From an optimization exercise on the open Yosys and OpenROAD flow, aimed at small area; shortcuts taken in it are not production practice. The RTL was checked by simulation tests, not by an equivalence proof against the original design. Power is estimated from default activity; no workload was simulated.

## run Y
==> flow/design.v (excerpt) <==
module exec_stage (
  input  logic        clk,
  input  logic        reset,
  input  logic        in_valid,
  input  logic [5:0]  op1,
  input  logic [7:0]  op2,
  input  logic [15:0] imm,
  input  logic [31:0] rs_val,
  input  logic [31:0] rt_val,
  input  logic [31:0] pc,
  output logic        out_valid,
  output logic [31:0] result,
  output logic        wr_reg,
  output logic        redirect,
  output logic [31:0] redirect_pc
);
Size: ~1800 cells after synthesis, roughly 130 flip-flops, ~200 I/O pins.
==> flow/config.mk <==
export PLATFORM = sky130hd
export DESIGN_NAME = exec_stage
export DESIGN_NICKNAME = exec_stage
export VERILOG_FILES = /design/flow/design.v
export SDC_FILE = /design/flow/constraint.sdc
export NUM_CORES = 4
export LEC_CHECK = 0
export ABC_AREA = 1
export CAP_MARGIN = 20
export CORE_MARGIN = 2
export CORE_UTILIZATION = 40
export CTS_BUF_LIST = sky130_fd_sc_hd__clkbuf_4 sky130_fd_sc_hd__clkbuf_8
export GPL_TIMING_DRIVEN = 0
export SETUP_SLACK_MARGIN = 0.15
export SLEW_MARGIN = 20
==> flow/constraint.sdc <==
create_clock -name core_clock -period 5.0 [get_ports {clk}]
set_input_delay 1.0000 -clock core_clock [delete_from_list [all_inputs] [get_ports {clk}]]
set_output_delay 1.0000 -clock core_clock [all_outputs]
set_load 0.01 [all_outputs]
standard.sh (not shown) runs the stock make flow with config.mk's settings and CLKGATE_MAP_FILE= SYNTH_SCRIPT=/design/flow/synth_recipe.tcl, a recipe that flattens the netlist after the stock synthesis.
==> flow/flow/run.sh <==
#!/bin/bash
# The standard layout (standard.sh: ORFS synthesis to final layout), with the
# smallest buffer, sky130_fd_sc_hd__buf_1, as the buffer ORFS puts on every port.
# The full make output goes to standard_flow.log in this folder.
set -euo pipefail
bash standard.sh "BUFFER_PORTS_ARGS=-buffer_cell sky130_fd_sc_hd__buf_1" finish > standard_flow.log 2>&1
Run Y: PASS, flow complete, no timing, DRC or antenna violations
The inputs of run B differ from those of run Y as listed below.
--- a/flow/design.v
+++ b/flow/design.v
@@ -366,49 +366,52 @@
   assign all0[0] = 1'b1;
   for (genvar i = 1; i < 14; i++) begin : g_incdec
     assign all1[i] = all1[i-1] & ta[15+i];
     assign all0[i] = all0[i-1] & ~ta[15+i];
   end
   assign tsum[29:16] = ta[29:16] ^ (({14{tinc}} & all1) | ({14{tdec}} & all0));
   assign pcn = {tsum, pc[1:0]};
-  logic [31:0] res_n, tgt_n;
-  always_comb begin
-    res_n = '0;
-    if (r_log | i_log)         res_n = lg;
-    if (r_shr)                 res_n = shy;
-    if (r_shl)                 for (int i = 0; i < 32; i++) res_n[i] = shy[31-i];
-    if (jal)                   res_n = pcn;
-    if (r_cmp)                 res_n = {31'd0, cmp};
-    if (r_add | r_sub | i_add) res_n = sum;
-  end
+  logic [31:0] res_n, tgt_n, sh_rev;
+  logic        sel_sum, sel_log;
+  assign sel_sum = r_add | r_sub | i_add;
+  assign sel_log = r_log | i_log;
+  always_comb
+    for (int i = 0; i < 32; i++) sh_rev[i] = shy[31-i];
+  assign res_n = ({32{sel_sum}} & sum)
+               | ({32{sel_log}} & lg)
+               | ({32{r_shr}}   & shy)
+               | ({32{r_shl}}   & sh_rev)
+               | ({32{jal}}     & pcn)
+               | {31'd0, r_cmp & cmp};
   assign tgt_n = op1[2] ? sum : pcn;
   logic        v1, w1, r1;
-  logic [31:0] res1, tgt1;
+  logic [31:0] res1;
   always_ff @(posedge clk or posedge reset)
     if (reset) begin
       v1 <= 1'b0;
       w1 <= 1'b0;
       r1 <= 1'b0;
     end else begin
       v1 <= in_valid;
       w1 <= in_valid & ~(br | sw);
       r1 <= in_valid & (jal | (br & cmp));
     end
-  always_ff @(posedge clk) begin
+  always_ff @(posedge clk)
     res1 <= res_n;
-    tgt1 <= tgt_n;
-  end
+  logic redirect_n;
+  assign redirect_n = r1 & ~redirect;
   always_ff @(posedge clk or posedge reset)
     if (reset) begin
       out_valid <= 1'b0;
       wr_reg    <= 1'b0;
       redirect  <= 1'b0;
     end else begin
       out_valid <= v1 & ~redirect;
       wr_reg    <= w1 & ~redirect;
-      redirect  <= r1 & ~redirect;
+      redirect  <= redirect_n;
     end
-  always_ff @(posedge clk) begin
-    result      <= res1;
-    redirect_pc <= tgt1;
-  end
+  always_ff @(posedge clk)
+    result <= res1;
+  always_ff @(posedge clk)
+    if (!redirect_n)
+      redirect_pc <= tgt_n;
 endmodule
[summary]
In the tables for run B and run Y, number of enable-type register cells in the synthesized netlist reads higher with run B.
Taking run Y over run B, the routed wire length ratio works out to 1.08.
Changes observed in run B relative to run Y: H-tree depth went down by 1; power drawn by the combinational cells went up by about 4%.
NOTE number of non-clock inverters run Y->run B increased by more than 10%
Re logic depth of the worst setup path including buffers: run Y was higher than run B.
Post-DP HPWL | run B below run Y
Net switching power figure (run B / run Y): 0.886
When run B is measured against run Y, its clock network power share turns out 8.0 points lower.
Side by side, worst hold slack turned out higher in run B than in run Y.

[separate check: timing with driven ports]
No port has a modelled driver above. Below, the same layouts with a new extraction and two added sets of constraints.
Step 1 sets driving cells, clkbuf_16 on the clock port and buf_2 on the other inputs (assumed; they add their load-dependent delay and slew).
Step 2, shift: input delay + t, output delay - t, t = (earliest + latest rising clock arrival at the registers) / 2. This alone moves slack from input paths to output paths.
Slacks: no drivers / after step 1 / after step 2; pairs: no drivers / after step 1.
run | t (ns) | slack for setup (ns) | worst data-port slew with drivers (ns) | cell pins on the clock port's net
run Y | 0.502 | 0.278 / 0.301 / -0.200 | 0.06 | 1
run B | 0.436 | 0.284 / 0.314 / -0.122 | 0.04 | 1
With both steps, setup timing fails in run Y and run B, where it was met with ideal ports. For run Y, which loses most, drivers alone change the setup slack by +0.023 ns; drivers and shift together by -0.478 ns.
